Context: an optimization exercise on an open-source flow, tuned for small area, a short achievable clock period and few clock cycles. The choices shown serve that exercise and are no tape-out recipe. Where RTL was checked, it was by simulation tests only, not by an equivalence proof against the original. Power is estimated from default activity; no workload was simulated.

Setup of north:
// cnn_layer_top
module cnn_layer_top (
    input  wire                   CLK,
    input  wire                   reset_i,
    input  wire                   start_i,
    output logic                  done_o,
    output logic                  wb_cyc_o,
    output logic                  wb_stb_o,
    output logic                  wb_we_o,
    output cnn_pkg::addr_t        wb_adr_o,
    output cnn_pkg::pixel_t       wb_dat_o,
    input  wire cnn_pkg::pixel_t  wb_dat_i,
    input  wire                   wb_ack_i
);
Size in the first run: ~2800 cells after synthesis, roughly 790 flip-flops.
clock: 11.0 ns
lec_check: 0
cap_margin: 20
core_margin: 2
core_utilization: 40
cts_cluster_diameter: 120
cts_cluster_size: 25
slew_margin: 20
standard.sh (not shown) runs the stock make flow with config.mk's settings and CLKGATE_MAP_FILE= SYNTH_SCRIPT=/design/flow/synth_recipe.tcl, a recipe that flattens the netlist after the stock synthesis.
==> flow/flow/run.sh <==
#!/bin/bash
# Layout flow: the standard ORFS flow, with two changes that leave the
# clock period and constraints as they are: timing repair aims at a setup
# slack of 7.3 ns, and the port buffers are buf_4 cells.
set -euo pipefail
bash standard.sh SETUP_SLACK_MARGIN=7.3 "BUFFER_PORTS_ARGS=-buffer_cell sky130_fd_sc_hd__buf_4" finish > standard.log 2>&1
Here is what was changed in the inputs of south compared with north.
==> flow/flow/run.sh <==
#!/bin/bash
# Layout flow: the standard ORFS flow, with two changes that leave the
# clock period and constraints as they are: timing repair aims at a setup
# slack of 7.5 ns, and the port buffers are buf_4 cells.
set -euo pipefail
bash standard.sh SETUP_SLACK_MARGIN=7.5 "BUFFER_PORTS_ARGS=-buffer_cell sky130_fd_sc_hd__buf_4" finish > standard.log 2>&1
==> comparison <==
In the metrics for south and north, the one carrying the lower non-filler instance count after layout is north. Relative to north, the total number of cells along the worst setup path of south is higher by 2. In terms of switching power as a share of total power, north and south differ only marginally. south — number of nets in the layout 1.1% higher, north as reference. south vs. north: hold slack held; count of input and output buffers essentially unchanged.
Function was not checked in any run of this note: the RTL went through the layout flow alone.

========
## run 1
cnn_layer_top, a different RTL version from the one above (not shown whole).
For scale: roughly 2700 cells after synthesis, ~790 flip-flops, roughly 56 I/O pins.
Settings: LEC_CHECK=0, CAP_MARGIN=20, CORE_MARGIN=2, CORE_UTILIZATION=55, CTS_CLUSTER_DIAMETER=120, CTS_CLUSTER_SIZE=25, SLEW_MARGIN=20; clock period 11.0 ns.
==> flow/flow/run.sh <==
#!/bin/bash
# Layout flow: the standard ORFS flow, with two changes that leave the
# clock period and constraints as they are: timing repair aims at a setup
# slack of 7.3 ns, and the port buffers are buf_4 cells.
set -euo pipefail
bash standard.sh SETUP_SLACK_MARGIN=7.3 "BUFFER_PORTS_ARGS=-buffer_cell sky130_fd_sc_hd__buf_4" finish > standard.log 2>&1
Run 1 reached the end of the flow, and the finished layout is clean on the timing, DRC and antenna checks.
Testbench counts of run 1, summed over its fixed seeds: cycles 11,904.
Inputs modified between run 1 and run 2:
- CORE_UTILIZATION now 40, was 55
- CTS_CLUSTER_DIAMETER now 80, was 120
- CTS_CLUSTER_SIZE now 30, was 25
Notes after the runs:
Clock power of run 2 exceeds that of run 1 by more than 10%.
In terms of worst endpoint required time, run 1 and run 2 differ only marginally.
Run 2 against run 1: global-route wire length before repair went down, post-layout worst setup margin decreased by 0.0069 ns relative to the old numbers.
Non-clock buffer count: run 2 vs run 1 up 9
Compare run 1 and run 2 | global-route usage lower: run 2
Run 2 vs run 1 — switching power rose 71 µW.
There was hardly any difference in maximum frequency from static timing analysis between run 1 and run 2.
> inputs changed (run 2 -> run 3)
- CTS_CLUSTER_DIAMETER: 80 -> unset
- CTS_CLUSTER_SIZE: 30 -> unset
- Run 2 and run 3 all finish clean.
- Run 3 vs run 2, launch point of the worst path: p2_q[3] vs p2_q[6]
- Taking run 2 as the reference, in run 3 number of non-clock inverters now sits at about the same level, portion of the clock cycle consumed by the worst path in the final layout has remained practically unchanged.
- Run 2 → run 3: share of cell area taken by flip-flops and latches down 1.9 points; global-route usage up 0.36 points; internal power component up 12%; data arrival time of the worst path up 0.11 ns.
- Against run 2 as the reference, run 3 delivers a higher layout overhead on the synthesized area.
- Routed wirelength normalized by instance count on run 3 is down relative to run 2.
- Between run 2 and run 3, the difference in hold slack is negligible.
The following lists how run 4 was set up differently from run 3:
- putting CTS_CLUSTER_DIAMETER at 120 where nothing was set
- putting CTS_CLUSTER_SIZE at 25 where nothing was set
==> comparison <==
Compared run 4 against run 3; wire length the detailed router placed on met1 within noise. From run 3 to run 4 the numbers moved as follows: register fraction of the total cell area up 2.3 points; post-CTS setup-driven buffer insertion count rose 5; aggregate routed wire length dropped 1.2%; non-clock buffer count down 1.4%.

========
cnn_layer_top, a different RTL version from the one above (not shown whole).
Size in the first run: about 780 flip-flops, roughly 56 I/O pins, ~37,000 sq um of cells after synthesis.
// cnn_layer_top
module cnn_layer_top (
    input  wire                   CLK,
    input  wire                   reset_i,
    input  wire                   start_i,
    output logic                  done_o,
    output logic                  wb_cyc_o,
    output logic                  wb_stb_o,
    output logic                  wb_we_o,
    output cnn_pkg::addr_t        wb_adr_o,
    output cnn_pkg::pixel_t       wb_dat_o,
    input  wire cnn_pkg::pixel_t  wb_dat_i,
    input  wire                   wb_ack_i
);
    typedef logic [15:0] w16_t;
    function automatic w16_t smax(input w16_t a, input w16_t b);
        smax = ($signed(a) > $signed(b)) ? a : b;
    endfunction
    function automatic w16_t add16(input w16_t a, input w16_t b);
        logic [15:0] g, p, gn, pn;
        g = a & b;
        p = a ^ b;
        for (int d = 1; d < 16; d = d * 2) begin
            gn = g;
            pn = p;
            for (int i = d; i < 16; i++) begin
                gn[i] = g[i] | (p[i] & g[i-d]);
                pn[i] = p[i] & p[i-d];
            end
            g = gn;
            p = pn;
        end
        add16 = (a ^ b) ^ {g[14:0], 1'b0};
    endfunction
    logic        busy_q;
    logic        done_q;
    logic        cyc_q;
    logic        we_q;
    logic [6:0]  adr_q;
    w16_t        dat_q;
    logic        kst_q;
    logic [3:0]  lr_q;
    logic [3:0]  lc_q;
    logic        rd_done_q;
    logic        cur_k_q;      
  ...
clock: 11.0 ns
lec_check: 0
cap_margin: 20
core_margin: 2
core_utilization: 40
cts_cluster_diameter: 120
cts_cluster_size: 25
gpl_timing_driven: 1
slew_margin: 20
Scripts as last shown in full above: flow/flow/run.sh
The baseline completed without violations.
Testbench counts at the start, summed over its fixed seeds: cycles 11,552.
Edit:
==> flow/flow/run.sh (replaced) <==
#!/bin/bash
# Layout flow: the standard ORFS flow, with two changes that leave the
# clock period and constraints as they are: timing repair aims at a setup
# slack of 7.5 ns, and the port buffers are buf_4 cells.
set -euo pipefail
bash standard.sh SETUP_SLACK_MARGIN=7.5 "BUFFER_PORTS_ARGS=-buffer_cell sky130_fd_sc_hd__buf_4" finish > standard.log 2>&1
ABC_AREA = 1   (was not set)
GPL_TIMING_DRIVEN = not set   (was 1)
Sequential share of layout area decreases by 1.7 points.
Critical path depth went up by 5.
Non-clock buffer count falls by 3.
Global-route usage went up by 0.69 points.
Edit:
==> flow/flow/run.sh (replaced) <==
#!/bin/bash
# Layout flow: the standard ORFS flow, with two changes that leave the
# clock period and constraints as they are: timing repair aims at a setup
# slack of 7.3 ns, and the port buffers are buf_4 cells.
set -euo pipefail
bash standard.sh SETUP_SLACK_MARGIN=7.3 "BUFFER_PORTS_ARGS=-buffer_cell sky130_fd_sc_hd__buf_4" finish > standard.log 2>&1
ABC_AREA = not set   (was 1)
CORE_UTILIZATION = 50   (was 40)
What happened: The new run went through all stages and came out clean. Total power shrinks slightly. Setup slack stays flat. Via count shrinks by roughly a tenth. Area after synthesis shrinks by a few percent. Wire length shrinks by a few percent. Final cell count shrinks by about a fifth. Design area shrinks by a few percent. Register-to-register slack hardly moves. Non-clock buffer count grows by 3.
Edit:
==> flow/flow/run.sh (replaced) <==
#!/bin/bash
# Layout flow: the standard ORFS flow, with two changes that leave the
# clock period and constraints as they are: timing repair aims at a setup
# slack of 7.45 ns, and the port buffers are buf_4 cells.
set -euo pipefail
bash standard.sh SETUP_SLACK_MARGIN=7.45 "BUFFER_PORTS_ARGS=-buffer_cell sky130_fd_sc_hd__buf_4" finish > standard.log 2>&1
CORE_UTILIZATION = 40   (was 50)
=> Clock-buffer cell count falls by 1; combinational power rises by about a fifth; global-route usage came out lower by 4.5 points; first-iteration DRC count decreases by about a fifth; total power went up by roughly a tenth; area after synthesis does not change.

========
cnn_layer_top again, from the RTL that the note above started with.
clock: 11.0 ns
lec_check: 0
cap_margin: 20
core_margin: 2
core_utilization: 40
cts_cluster_diameter: 120
cts_cluster_size: 25
slew_margin: 20
tns_end_percent: 5
==> flow/flow/run.sh <==
#!/bin/bash
# Layout flow: the standard ORFS flow, with two changes that leave the
# clock period and constraints as they are: timing repair aims at a setup
# slack of 7.3 ns, and the port buffers are buf_4 cells.
set -euo pipefail
bash standard.sh SETUP_SLACK_MARGIN=7.3 "BUFFER_PORTS_ARGS=-buffer_cell sky130_fd_sc_hd__buf_4" finish > standard.log 2>&1
The baseline passed the timing, DRC and antenna checks.
Testbench counts at the start, summed over its fixed seeds: cycles 11,552.
==> next run, changes <==
- PLACE_DENSITY: default -> 0.7
- TNS_END_PERCENT: 5 -> default
Combinational power goes down by 5.2%; clock skew goes up by 5.3 ps; maximum frequency climbs by 1.6%; sequential power stays flat; sequential cell count is unchanged.
==> next run, changes <==
- ABC_AREA: default -> 1
- PLACE_DENSITY: 0.7 -> default
Effect: Synthesized cell count increases by 22%; clock-buffer cell count fell by 1; synthesized area climbs by 2.4%; worst setup slack loses 65 ps.

========
Starting RTL as in the previous note.
clock: 11.0 ns
lec_check: 0
cap_margin: 20
core_margin: 2
core_utilization: 40
cts_cluster_diameter: 100
cts_cluster_size: 20
slew_margin: 20
Scripts as last shown in full above: flow/flow/run.sh
Testbench counts at the start, summed over its fixed seeds: cycles 11,552.
Edit:
- CTS_CLUSTER_DIAMETER: 100 -> 120
- CTS_CLUSTER_SIZE: 20 -> 25
Synthesized area stays the same.
Worst setup slack improved by 0.077 ns.
Core utilization decreases by 0.31 points.
Power hardly moves.

==> afterwards: timing with drivers on the ports <==
In the flow no input, the clock included, has a driving cell. The finished layouts below were timed again as built, in two steps. Step 1 (the two cells are an assumption about what drives the block):
set clk [get_ports {CLK}]
set_driving_cell -lib_cell sky130_fd_sc_hd__clkbuf_16 $clk
set_driving_cell -lib_cell sky130_fd_sc_hd__buf_2 [delete_from_list [all_inputs] $clk]
Step 2 times the ports against the registers' clock, not the clock port: input delays grow and output delays shrink by t, the midpoint of the rising clock arrivals with the driver on. Slacks: no drivers / after step 1 / after step 2; pairs: no drivers / after step 1.
| run | t (ns) | setup slack, ns | worst setup path after step 2 | latest minus earliest clock arrival (ns) | slew at the worst register clock pin (ns) |
|---|---|---|---|---|---|
| north | 0.674 | 6.735 / 6.735 / 6.735 | register to register | 0.037 / 0.037 | 0.11 / 0.11 |
| south | 0.663 | 6.558 / 6.558 / 6.558 | register to register | 0.041 / 0.042 | 0.12 / 0.12 |
| run 1 | 0.667 | 7.272 / 7.272 / 7.029 | input to register | 0.031 / 0.031 | 0.12 / 0.12 |
| run 2 | 0.667 | 7.265 / 7.265 / 6.843 | input to register | 0.042 / 0.043 | 0.12 / 0.12 |
| run 3 | 0.712 | 7.259 / 7.259 / 6.870 | input to register | 0.023 / 0.023 | 0.07 / 0.07 |
| run 4 | 0.671 | 7.304 / 7.304 / 6.847 | input to register | 0.027 / 0.027 | 0.11 / 0.11 |
| the first run of note 3 | 0.662 | 7.346 / 7.346 / 7.059 | input to register | 0.040 / 0.040 | 0.12 / 0.12 |
| the second run of note 3 | 0.669 | 7.307 / 7.307 / 7.202 | input to register | 0.024 / 0.025 | 0.11 / 0.11 |
| the third run of note 3 | 0.667 | 7.307 / 7.307 / 6.957 | input to register | 0.035 / 0.035 | 0.11 / 0.11 |
| the fourth run of note 3 | 0.665 | 7.344 / 7.344 / 7.081 | input to register | 0.037 / 0.036 | 0.11 / 0.11 |
| the first run of note 4 | 0.679 | 7.260 / 7.260 / 6.936 | input to register | 0.042 / 0.041 | 0.11 / 0.11 |
| the second run of note 4 | 0.659 | 7.318 / 7.318 / 6.975 | input to register | 0.045 / 0.045 | 0.11 / 0.11 |
| the third run of note 4 | 0.683 | 7.252 / 7.252 / 7.173 | input to register | 0.033 / 0.033 | 0.11 / 0.11 |
| the first run of note 5 | 0.698 | 7.269 / 7.269 / 7.066 | input to register | 0.044 / 0.044 | 0.10 / 0.10 |
| the second run of note 5 | 0.662 | 7.346 / 7.346 / 7.059 | input to register | 0.040 / 0.040 | 0.12 / 0.12 |
After both steps every run listed still meets setup and hold. For run 4, which loses most, drivers alone change the setup slack by 0.000 ns; drivers and shift together by -0.457 ns.
